Background: an optimization exercise with open tools, aiming at small area. Do not read the settings as production practice.
In this exercise RTL edits were held to simulation tests only and were not proved equivalent to the original.
No activity file was given, so power comes from the tool's default toggle rates.

==> sierra: inputs <==
==> flow/design.v <==
module register_file #(
  parameter bit BYPASS = 1'b1
) (
  input  logic        Clock,
  input  logic        NReset,
  input  logic        WriteEnable,
  input  logic [4:0]  WriteAddr,
  input  logic [31:0] WriteData,
  input  logic [4:0]  ReadAddrA,
  input  logic [4:0]  ReadAddrB,
  output logic [31:0] ReadDataA,
  output logic [31:0] ReadDataB,
  input  logic [4:0]  DebugAddr,
  output logic [31:0] DebugData
);
  logic [31:0] r [32];
  logic        wr;
  always_ff @(posedge Clock or negedge NReset)
    if (!NReset) for (int i = 0; i < 32; i++) r[i] <= '0;
    else if (wr) r[WriteAddr] <= WriteData;
  always_comb begin
    wr        = NReset && WriteEnable && WriteAddr != 5'd0;
    ReadDataA = !NReset || ReadAddrA == 5'd0 ? '0 :
                BYPASS && wr && ReadAddrA == WriteAddr ? WriteData : r[ReadAddrA];
    ReadDataB = !NReset || ReadAddrB == 5'd0 ? '0 :
                BYPASS && wr && ReadAddrB == WriteAddr ? WriteData : r[ReadAddrB];
    DebugData = !NReset || DebugAddr == 5'd0 ? '0 : r[DebugAddr];
  end
endmodule
==> flow/run.sh <==
#!/bin/bash
# synth_recipe.tcl (not shown) runs the flow's synth.tcl, then flattens the netlist and writes it again
# the make line also repeats each setting of config.mk as NAME=value (left out here)
make -C /OpenROAD-flow-scripts/flow DESIGN_CONFIG=/design/flow/config.mk WORK_HOME=/design/flow/orfs CLKGATE_MAP_FILE= SYNTH_SCRIPT=/design/flow/synth_recipe.tcl finish
==> flow/config.mk <==
export PLATFORM = sky130hd
export DESIGN_NAME = register_file
export DESIGN_NICKNAME = register_file
export VERILOG_FILES = /design/flow/design.v
export SDC_FILE = /design/flow/constraint.sdc
export NUM_CORES = 4
export LEC_CHECK = 0
export CAP_MARGIN = 20
export CORE_MARGIN = 2
export CORE_UTILIZATION = 25
export PLACE_DENSITY = 0.35
export SETUP_SLACK_MARGIN = 0.2
export SLEW_MARGIN = 20
==> flow/constraint.sdc <==
create_clock -name core_clock -period 8.0 [get_ports {Clock}]
set_input_delay 1.6000 -clock core_clock [delete_from_list [all_inputs] [get_ports {Clock}]]
set_output_delay 1.6000 -clock core_clock [all_outputs]
set_load 0.01 [all_outputs]
==> inputs of violet, as changes to sierra <==
==> flow/design.v (replaced) <==
module register_file #(
  parameter bit BYPASS = 1'b1
) (
  input  logic        Clock,
  input  logic        NReset,
  input  logic        WriteEnable,
  input  logic [4:0]  WriteAddr,
  input  logic [31:0] WriteData,
  input  logic [4:0]  ReadAddrA,
  input  logic [4:0]  ReadAddrB,
  output logic [31:0] ReadDataA,
  output logic [31:0] ReadDataB,
  input  logic [4:0]  DebugAddr,
  output logic [31:0] DebugData
);
  logic [31:0] r [1:31];
  logic [31:1] valid;
  logic [31:1] wsel;
  logic        wr;
  logic        bypA, bypB;
  logic [31:0] selA, selB, selD;
  always_comb begin
    wr = NReset && WriteEnable && WriteAddr != 5'd0;
    for (int i = 1; i < 32; i++) wsel[i] = wr && WriteAddr == 5'(i);
  end
  always_ff @(posedge Clock or negedge NReset)
    if (!NReset) valid <= '0;
    else valid <= valid | wsel;
  always_ff @(posedge Clock)
    for (int i = 1; i < 32; i++)
      if (wsel[i]) r[i] <= WriteData;
  always_comb begin
    bypA = BYPASS && wr && ReadAddrA == WriteAddr;
    bypB = BYPASS && wr && ReadAddrB == WriteAddr;
    selA[0] = bypA;
    selB[0] = bypB;
    selD[0] = 1'b0;
    for (int i = 1; i < 32; i++) begin
      selA[i] = !bypA && valid[i] && ReadAddrA == 5'(i);
      selB[i] = !bypB && valid[i] && ReadAddrB == 5'(i);
      selD[i] = valid[i] && DebugAddr == 5'(i);
    end
  end
  for (genvar b = 0; b < 32; b++) begin : g_bit
    logic [31:0] col;
    assign col[0] = WriteData[b];
    for (genvar i = 1; i < 32; i++) begin : g_col
      assign col[i] = r[i][b];
    end
    rf_sel32 u_a (.sel(selA), .d(col), .y(ReadDataA[b]));
    rf_sel32 u_b (.sel(selB), .d(col), .y(ReadDataB[b]));
    rf_sel31 u_d (.sel(selD[31:1]), .d(col[31:1]), .y(DebugData[b]));
  end
endmodule
module rf_sel32 (
  input  logic [31:0] sel,
  input  logic [31:0] d,
  output logic        y
);
  logic [10:0] n;
  for (genvar g = 0; g < 10; g++) begin : g_aoi
    rf_aoi222 u (.a1(sel[3*g]), .a2(d[3*g]), .b1(sel[3*g+1]), .b2(d[3*g+1]),
                 .c1(sel[3*g+2]), .c2(d[3*g+2]), .y(n[g]));
  end
  rf_aoi22 u_last (.a1(sel[30]), .a2(d[30]), .b1(sel[31]), .b2(d[31]), .y(n[10]));
  rf_or_nand11 u_or (.n(n), .y(y));
endmodule
module rf_sel31 (
  input  logic [30:0] sel,
  input  logic [30:0] d,
  output logic        y
);
  logic [10:0] n;
  for (genvar g = 0; g < 10; g++) begin : g_aoi
    rf_aoi222 u (.a1(sel[3*g]), .a2(d[3*g]), .b1(sel[3*g+1]), .b2(d[3*g+1]),
                 .c1(sel[3*g+2]), .c2(d[3*g+2]), .y(n[g]));
  end
  rf_nand2 u_last (.a(sel[30]), .b(d[30]), .y(n[10]));
  rf_or_nand11 u_or (.n(n), .y(y));
endmodule
module rf_or_nand11 (
  input  logic [10:0] n,
  output logic        y
);
  logic [2:0] p;
  rf_nand4 u0 (.a(n[0]), .b(n[1]), .c(n[2]), .d(n[3]), .y(p[0]));
  rf_nand4 u1 (.a(n[4]), .b(n[5]), .c(n[6]), .d(n[7]), .y(p[1]));
  rf_nand3 u2 (.a(n[8]), .b(n[9]), .c(n[10]), .y(p[2]));
  rf_or3   u3 (.a(p[0]), .b(p[1]), .c(p[2]), .y(y));
endmodule
module rf_aoi222 (
  input  logic a1, a2, b1, b2, c1, c2,
  output logic y
);
  assign y = !((a1 && a2) || (b1 && b2) || (c1 && c2));
endmodule
module rf_aoi22 (
  input  logic a1, a2, b1, b2,
  output logic y
);
  assign y = !((a1 && a2) || (b1 && b2));
endmodule
module rf_nand2 (
  input  logic a, b,
  output logic y
);
  assign y = !(a && b);
endmodule
module rf_nand3 (
  input  logic a, b, c,
  output logic y
);
  assign y = !(a && b && c);
endmodule
module rf_nand4 (
  input  logic a, b, c, d,
  output logic y
);
  assign y = !(a && b && c && d);
endmodule
module rf_or3 (
  input  logic a, b, c,
  output logic y
);
  assign y = a || b || c;
endmodule
Settings changed: SYNTH_HIERARCHICAL set to 1.
==> inputs of zinc, as changes to sierra <==
==> flow/design.v (replaced) <==
module register_file #(
  parameter bit BYPASS = 1'b1
) (
  input  logic        Clock,
  input  logic        NReset,
  input  logic        WriteEnable,
  input  logic [4:0]  WriteAddr,
  input  logic [31:0] WriteData,
  input  logic [4:0]  ReadAddrA,
  input  logic [4:0]  ReadAddrB,
  output logic [31:0] ReadDataA,
  output logic [31:0] ReadDataB,
  input  logic [4:0]  DebugAddr,
  output logic [31:0] DebugData
);
  logic [31:0] r [1:31];
  logic [31:1] valid;
  logic [31:1] wsel;
  logic        wr;
  logic        bypA, bypB;
  logic [31:0] selA, selB, selD;
  logic [7:0] whi, ahi, bhi, dhi;
  logic [3:0] wlo, alo, blo, dlo;
  always_comb begin
    wr   = NReset && WriteEnable && WriteAddr != 5'd0;
    bypA = BYPASS && wr && ReadAddrA == WriteAddr;
    bypB = BYPASS && wr && ReadAddrB == WriteAddr;
    for (int j = 0; j < 8; j++) begin
      whi[j] = WriteAddr[4:2] == 3'(j);
      ahi[j] = ReadAddrA[4:2] == 3'(j);
      bhi[j] = ReadAddrB[4:2] == 3'(j);
      dhi[j] = DebugAddr[4:2] == 3'(j);
    end
    for (int k = 0; k < 4; k++) begin
      wlo[k] = NReset && WriteEnable && WriteAddr[1:0] == 2'(k);
      alo[k] = !bypA && ReadAddrA[1:0] == 2'(k);
      blo[k] = !bypB && ReadAddrB[1:0] == 2'(k);
      dlo[k] = DebugAddr[1:0] == 2'(k);
    end
  end
  always_ff @(posedge Clock or negedge NReset)
    if (!NReset) valid <= '0;
    else valid <= valid | wsel;
  always_ff @(posedge Clock)
    for (int i = 1; i < 32; i++)
      if (wsel[i]) r[i] <= WriteData;
  assign selA[0] = bypA;
  assign selB[0] = bypB;
  assign selD[0] = 1'b0;
  for (genvar i = 1; i < 32; i++) begin : g_row
    rf_and2 u_w (.a(whi[i/4]), .b(wlo[i%4]), .y(wsel[i]));
    rf_and3 u_a (.a(ahi[i/4]), .b(alo[i%4]), .c(valid[i]), .y(selA[i]));
    rf_and3 u_b (.a(bhi[i/4]), .b(blo[i%4]), .c(valid[i]), .y(selB[i]));
    rf_and3 u_d (.a(dhi[i/4]), .b(dlo[i%4]), .c(valid[i]), .y(selD[i]));
  end
  for (genvar b = 0; b < 32; b++) begin : g_bit
    logic [31:0] col;
    assign col[0] = WriteData[b];
    for (genvar i = 1; i < 32; i++) begin : g_col
      assign col[i] = r[i][b];
    end
    rf_sel32 u_a (.sel(selA), .d(col), .y(ReadDataA[b]));
    rf_sel32 u_b (.sel(selB), .d(col), .y(ReadDataB[b]));
    rf_sel31 u_d (.sel(selD[31:1]), .d(col[31:1]), .y(DebugData[b]));
  end
endmodule
module rf_sel32 (
  input  logic [31:0] sel,
  input  logic [31:0] d,
  output logic        y
);
  logic [11:0] n;
  for (genvar g = 0; g < 10; g++) begin : g_aoi
    rf_aoi222 u (.a1(sel[3*g]), .a2(d[3*g]), .b1(sel[3*g+1]), .b2(d[3*g+1]),
                 .c1(sel[3*g+2]), .c2(d[3*g+2]), .y(n[g]));
  end
  rf_nand2 u_n30 (.a(sel[30]), .b(d[30]), .y(n[10]));
  rf_nand2 u_n31 (.a(sel[31]), .b(d[31]), .y(n[11]));
  rf_or_nand12 u_or (.n(n), .y(y));
endmodule
module rf_sel31 (
  input  logic [30:0] sel,
  input  logic [30:0] d,
  output logic        y
);
  logic [10:0] n;
  for (genvar g = 0; g < 10; g++) begin : g_aoi
    rf_aoi222 u (.a1(sel[3*g]), .a2(d[3*g]), .b1(sel[3*g+1]), .b2(d[3*g+1]),
                 .c1(sel[3*g+2]), .c2(d[3*g+2]), .y(n[g]));
  end
  rf_nand2 u_last (.a(sel[30]), .b(d[30]), .y(n[10]));
  rf_or_nand11 u_or (.n(n), .y(y));
endmodule
module rf_or_nand12 (
  input  logic [11:0] n,
  output logic        y
);
  logic [2:0] p;
  rf_nand4 u0 (.a(n[0]), .b(n[1]), .c(n[2]), .d(n[3]), .y(p[0]));
  rf_nand4 u1 (.a(n[4]), .b(n[5]), .c(n[6]), .d(n[7]), .y(p[1]));
  rf_nand4 u2 (.a(n[8]), .b(n[9]), .c(n[10]), .d(n[11]), .y(p[2]));
  rf_or3   u3 (.a(p[0]), .b(p[1]), .c(p[2]), .y(y));
endmodule
module rf_or_nand11 (
  input  logic [10:0] n,
  output logic        y
);
  logic [2:0] p;
  rf_nand4 u0 (.a(n[0]), .b(n[1]), .c(n[2]), .d(n[3]), .y(p[0]));
  rf_nand4 u1 (.a(n[4]), .b(n[5]), .c(n[6]), .d(n[7]), .y(p[1]));
  rf_nand3 u2 (.a(n[8]), .b(n[9]), .c(n[10]), .y(p[2]));
  rf_or3   u3 (.a(p[0]), .b(p[1]), .c(p[2]), .y(y));
endmodule
module rf_and2 (
  input  logic a, b,
  output logic y
);
  assign y = a && b;
endmodule
module rf_and3 (
  input  logic a, b, c,
  output logic y
);
  assign y = a && b && c;
endmodule
module rf_aoi222 (
  input  logic a1, a2, b1, b2, c1, c2,
  output logic y
);
  assign y = !((a1 && a2) || (b1 && b2) || (c1 && c2));
endmodule
module rf_nand2 (
  input  logic a, b,
  output logic y
);
  assign y = !(a && b);
endmodule
module rf_nand3 (
  input  logic a, b, c,
  output logic y
);
  assign y = !(a && b && c);
endmodule
module rf_nand4 (
  input  logic a, b, c, d,
  output logic y
);
  assign y = !(a && b && c && d);
endmodule
module rf_or3 (
  input  logic a, b, c,
  output logic y
);
  assign y = a || b || c;
endmodule
==> flow/flow/run.sh (new file) <==
#!/bin/bash
# Standard ORFS layout (standard synthesis unchanged) with smaller port buffers and a clock tree
# without dummy loads and with larger sink clusters.
set -euo pipefail
bash standard.sh \
  "BUFFER_PORTS_ARGS=-buffer_cell sky130_fd_sc_hd__buf_1" \
  "CTS_ARGS=-sink_clustering_enable -repair_clock_nets -dont_use_dummy_load -buf_list sky130_fd_sc_hd__clkbuf_16 -sink_clustering_size 24 -sink_clustering_max_diameter 100" \
  finish > standard.log 2>&1
==> flow/standard.sh (new file) <==
#!/bin/bash
# synth_recipe.tcl (not shown) runs the flow's synth.tcl, then flattens the netlist and writes it again
# the make line also repeats each setting of config.mk as NAME=value (left out here)
make -C /OpenROAD-flow-scripts/flow DESIGN_CONFIG=/design/flow/config.mk WORK_HOME=/design/flow/orfs CLKGATE_MAP_FILE= SYNTH_SCRIPT=/design/flow/synth_recipe.tcl "${@:-finish}"
Settings changed: CAP_MARGIN 20 to 10, CELL_PAD_IN_SITES_DETAIL_PLACEMENT set to 1, CELL_PAD_IN_SITES_GLOBAL_PLACEMENT set to 1, CORE_UTILIZATION 25 to 45, PLACE_DENSITY 0.35 to 0.6, SETUP_SLACK_MARGIN 0.2 to 0.05, SLEW_MARGIN 20 to 10, SYNTH_HIERARCHICAL set to 1.
removed: flow/run.sh
==> run summary <==
metric	violet	sierra	zinc
Number of diodes	13	56	14
Most common library cell in the layout ignoring fill and taps	edfxtp_1	a22oi_1	edfxtp_1
Vias	42600	63000	42200
Final Routed Wirelength	286000 um	507000 um	252000 um
Flop and latch count out of synthesis	1023	992	1023
Sequential cell fraction of total power	46.9%	45.4%	62.6%
Post-placement cell count	5535	8556	4372
Clk power	5.83 mW	6.10 mW	2.83 mW
Met3 Wirelength	38800 um	58400 um	48000 um
Max IR drop VDD	0.165 mV	0.214 mV	0.186 mV
Routed met1 length	104000 um	199000 um	80800 um
Run status	timing/DRC/antenna clean	timing/DRC/antenna clean	timing/DRC/antenna clean
Detail-routed via count per cell	7.36	7.12	9.51
Multi-input gates	1728	3907	1738
Wire length of the first global-routing pass	374000 um	645000 um	337000 um

## what the ideal ports hide
The flow's constraints put no driver on any port. The routed layouts listed below were extracted and timed again, unchanged, in two steps. Step 1: set_driving_cell puts a clkbuf_16 on Clock and a buf_2 on each other input, an assumption about the parent block. Step 2 times the ports against the registers' clock, not the clock port: input delays grow and output delays shrink by t, the midpoint of the rising clock arrivals with the driver on. Slacks: ideal ports / drivers / drivers and shift; pairs: ideal ports / drivers.
| run | t (ns) | slack for setup (ns) | worst setup path after step 2 | pins driven straight from the clock port |
|---|---|---|---|---|
| sierra | 0.946 | 0.251 / 0.105 / 0.105 | input to output | 1 |
| violet | 0.849 | 0.302 / 0.270 / 0.270 | input to output | 1 |
| zinc | 0.760 | 0.823 / 0.762 / 0.762 | input to output | 1 |
After both steps every run listed still meets setup and hold. The setup slack of sierra, which loses most, moves by -0.146 ns with the drivers and by -0.146 ns with both steps.
